Source: an optimization exercise on an open RTL-to-GDS flow (aim: small area, a short achievable clock period and few clock cycles per item). Production flows keep margins and buffers that such runs may drop. Only simulation tests tie the RTL to the original design; equivalence was not proved.

Setup of lane 1:
==> flow/design.v (excerpt) <==
module julia_render #(
    parameter int H_PIXELS = 64,
    parameter int V_PIXELS = 48,
    parameter int MAX_ITER = 255,
    parameter int FRAC     = 14
) (
    input  logic               clock,
    input  logic               reset,
    input  logic               valid,
    input  logic signed [17:0] c_real,
    input  logic signed [17:0] c_comp,
    input  logic signed [17:0] x,
    input  logic signed [17:0] y,
    input  logic signed [17:0] scale,
    output logic [18:0]        wr_addr,
    output logic [7:0]         wr_data,
    output logic               wr_en,
    input  logic               wr_ready,
    output logic               busy,
    output logic               done
);
clock: 12.0 ns
lec_check: 0
cap_margin: 20
core_margin: 2
core_utilization: 60
place_density: 0.75
slew_margin: 20
standard.sh (not shown) runs the stock make flow with config.mk's settings and CLKGATE_MAP_FILE= SYNTH_SCRIPT=/design/flow/synth_recipe.tcl, a recipe that flattens the netlist after the stock synthesis.
==> flow/flow/run.sh <==
#!/bin/bash
set -euo pipefail
bash standard.sh SETUP_SLACK_MARGIN=8 "BUFFER_PORTS_ARGS=-buffer_cell sky130_fd_sc_hd__buf_1" finish > standard_make.log 2>&1
Lane 1 finished all stages; the layout is clean.
Testbench counts of lane 1, summed over its fixed seeds: cycles 1,323,491, pixels 98,304.
[inputs] lane 2 vs lane 1
Settings: clearing PLACE_DENSITY, which used to be 0.75.
==> flow/flow/run.sh <==
#!/bin/bash
set -euo pipefail
bash standard.sh SETUP_SLACK_MARGIN=8.15 "BUFFER_PORTS_ARGS=-buffer_cell sky130_fd_sc_hd__buf_1" finish > standard_make.log 2>&1
[summary]
Relative to lane 1, relative area change from synthesis to final layout increased by 2.3 points in lane 2. Diff lane 2 and lane 1: final critical-path setup slack lower in lane 1. Hold slack: higher on lane 1. Lane 1 has lower wire length than lane 2. A worst setup path startpoint of zr_q[10] is what lane 1 shows, while zr_q[14] belongs to lane 2. Compared with lane 1, lane 2 shows count of non-CTS inverters in the layout that has gone up slightly. Post-route clock period utilization in lane 2 is 0.48 points below lane 1. Lane 2 vs lane 1 on detailed-routing wirelength on met1: lane 2 is the higher one. Post-place setup slack: lane 2 vs lane 1 down 79 ps.

* * *

== try-raven ==
julia_render again, from the RTL that the note above started with.
export LEC_CHECK = 0
export CAP_MARGIN = 20
export CORE_MARGIN = 2
export CORE_UTILIZATION = 60
export CTS_BUF_LIST = sky130_fd_sc_hd__clkbuf_4 sky130_fd_sc_hd__clkbuf_8
export SLEW_MARGIN = 20
create_clock -name core_clock -period 12.0 [get_ports {clock}]
==> flow/flow/run.sh <==
#!/bin/bash
set -euo pipefail
bash standard.sh SETUP_SLACK_MARGIN=8 "BUFFER_PORTS_ARGS=-buffer_cell sky130_fd_sc_hd__buf_1" finish > standard_make.log 2>&1
try-raven | status: complete | timing, DRC, antenna: pass
Testbench counts of try-raven, summed over its fixed seeds: cycles 1,323,491, pixels 98,304.
Input changes introduced in try-harbor (baseline for comparison: try-raven):
==> flow/flow/run.sh <==
#!/bin/bash
set -euo pipefail
bash standard.sh SETUP_SLACK_MARGIN=8 finish > standard_make.log 2>&1
-- flow/config.mk --
<<< try-raven, line 10
export CORE_UTILIZATION = 60
export CTS_BUF_LIST = sky130_fd_sc_hd__clkbuf_4 sky130_fd_sc_hd__clkbuf_8
>>> try-harbor, line 10
export CORE_UTILIZATION = 40
## What came out
- The lower cell area of try-harbor and try-raven is in try-raven.
- In try-harbor the clock period minus worst slack turned out 0.039 ns lower than in try-raven.
- try-harbor ran to completion and came out clean on the timing, DRC and antenna checks.
- Diff try-harbor and try-raven: row count lower in try-raven
- Going from try-raven to try-harbor, share of the final layout cell area in sequential cells went down by 1.0 points, global-route usage lower.
Modified inputs, try-umber compared to try-harbor
==> flow/flow/run.sh <==
#!/bin/bash
set -euo pipefail
bash standard.sh SETUP_SLACK_MARGIN=8 "BUFFER_PORTS_ARGS=-buffer_cell sky130_fd_sc_hd__buf_1" finish > standard_make.log 2>&1
-- flow/config.mk --
<<< try-harbor, line 10
export CORE_UTILIZATION = 40
>>> try-umber, line 10
export CORE_UTILIZATION = 70
Results
- The lower number of gates resized after cts came out of try-umber.
- Relative to try-harbor, the detailed-route wire length on metal 1 of try-umber is lower by 12%.
- Diff try-harbor -> try-umber | global-route wire length before repair | up slightly
- try-umber reports a higher total wirelength of the detailed-routed design than try-harbor does.
- Final hold violation count came out exactly the same in try-umber and try-harbor.
- Comparing try-harbor with try-umber, the share of final layout cell area taken by clock buffers and inverters came out essentially unchanged.
- Higher HPWL after detailed placement goes to try-umber over try-harbor.
- Per the comparison of try-umber with try-harbor, met2 layer usage reported by global route picked up an extra 25 points.
What try-tundra does differently from try-umber at the input level:
-- flow/config.mk --
<<< try-umber, line 10
export CORE_UTILIZATION = 70
>>> try-tundra, line 10
export CORE_UTILIZATION = 60
export CTS_BUF_LIST = sky130_fd_sc_hd__clkbuf_4 sky130_fd_sc_hd__clkbuf_8
export CTS_CLUSTER_SIZE = 30
### Flow results
try-tundra: PASS, flow complete, no timing, DRC or antenna violations. Re core utilization: try-umber was higher than try-tundra. There was hardly any difference in register-to-register slack between try-umber and try-tundra. try-tundra vs. try-umber: row count higher, worst hold slack down 0.0053 ns, non-clock buffer count went up, first-pass GRT wire length rose by 0.69%, worst setup slack shows a reduction of 0.0068 ns.
Here is what was changed in the inputs of try-amber compared with try-tundra.
==> flow/flow/run.sh <==
#!/bin/bash
set -euo pipefail
bash standard.sh SETUP_SLACK_MARGIN=8 finish > standard_make.log 2>&1
-- flow/config.mk --
<<< try-tundra, line 11
export CTS_BUF_LIST = sky130_fd_sc_hd__clkbuf_4 sky130_fd_sc_hd__clkbuf_8
export CTS_CLUSTER_SIZE = 30
>>> try-amber, line 11
Notes after the runs:
Result: PASS for each of try-amber and try-tundra. Between try-amber and try-tundra, the count of clock-net buffers in the final layout is higher for try-tundra. When try-amber is measured against try-tundra, its non-clock buffer count turns out 17 higher. Compared with try-tundra, in try-amber cell depth of the worst hold path now sits at about the same level; total wirelength of the detailed-routed design decreased about 1.3%; global-route usage dropped 0.29 points. Of the two values seen for endpoint of the most critical setup path, gi_q[4] was produced by try-amber and eb_q[9] by try-tundra. Relative to try-tundra, number of vias per cell has gone down in try-amber. try-amber vs. try-tundra: clock latency on the worst-skew pair went down by 0.05 ns.

[afterwards: timing with drivers on the ports]
How much do the figures lean on ideal ports? The routed layouts below were timed once more, with nothing changed but the port constraints. Step 1 (the two cells are an assumption about what drives the block):
set clk [get_ports {clock}]
set_driving_cell -lib_cell sky130_fd_sc_hd__clkbuf_16 $clk
set_driving_cell -lib_cell sky130_fd_sc_hd__buf_2 [delete_from_list [all_inputs] $clk]
Step 2 times the ports against the registers' clock, not the clock port: input delays grow and output delays shrink by t, the midpoint of the rising clock arrivals with the driver on. Slacks: no drivers / after step 1 / after step 2; pairs: no drivers / after step 1.
run | t (ns) | slack for setup (ns) | hold WS [ns] | worst data-port slew with drivers (ns)
lane 1 | 0.672 | 8.052 / 8.052 / 7.444 | 0.312 / 0.312 / 0.312 | 0.04
lane 2 | 0.668 | 8.110 / 8.110 / 7.542 | 0.303 / 0.303 / 0.303 | 0.08
try-raven | 0.713 | 8.036 / 8.036 / 7.421 | 0.320 / 0.320 / 0.320 | 0.07
try-harbor | 0.664 | 8.075 / 8.015 / 7.436 | 0.322 / 0.322 / 0.322 | 0.06
try-umber | 0.655 | 8.043 / 8.043 / 7.532 | 0.326 / 0.326 / 0.326 | 0.08
try-tundra | 0.713 | 8.036 / 8.036 / 7.421 | 0.320 / 0.320 / 0.320 | 0.07
try-amber | 0.673 | 8.039 / 8.006 / 7.406 | 0.325 / 0.325 / 0.325 | 0.06
After both steps setup and hold are still met in every run listed. For try-harbor, which loses most, drivers alone change the setup slack by -0.060 ns; drivers and shift together by -0.639 ns.
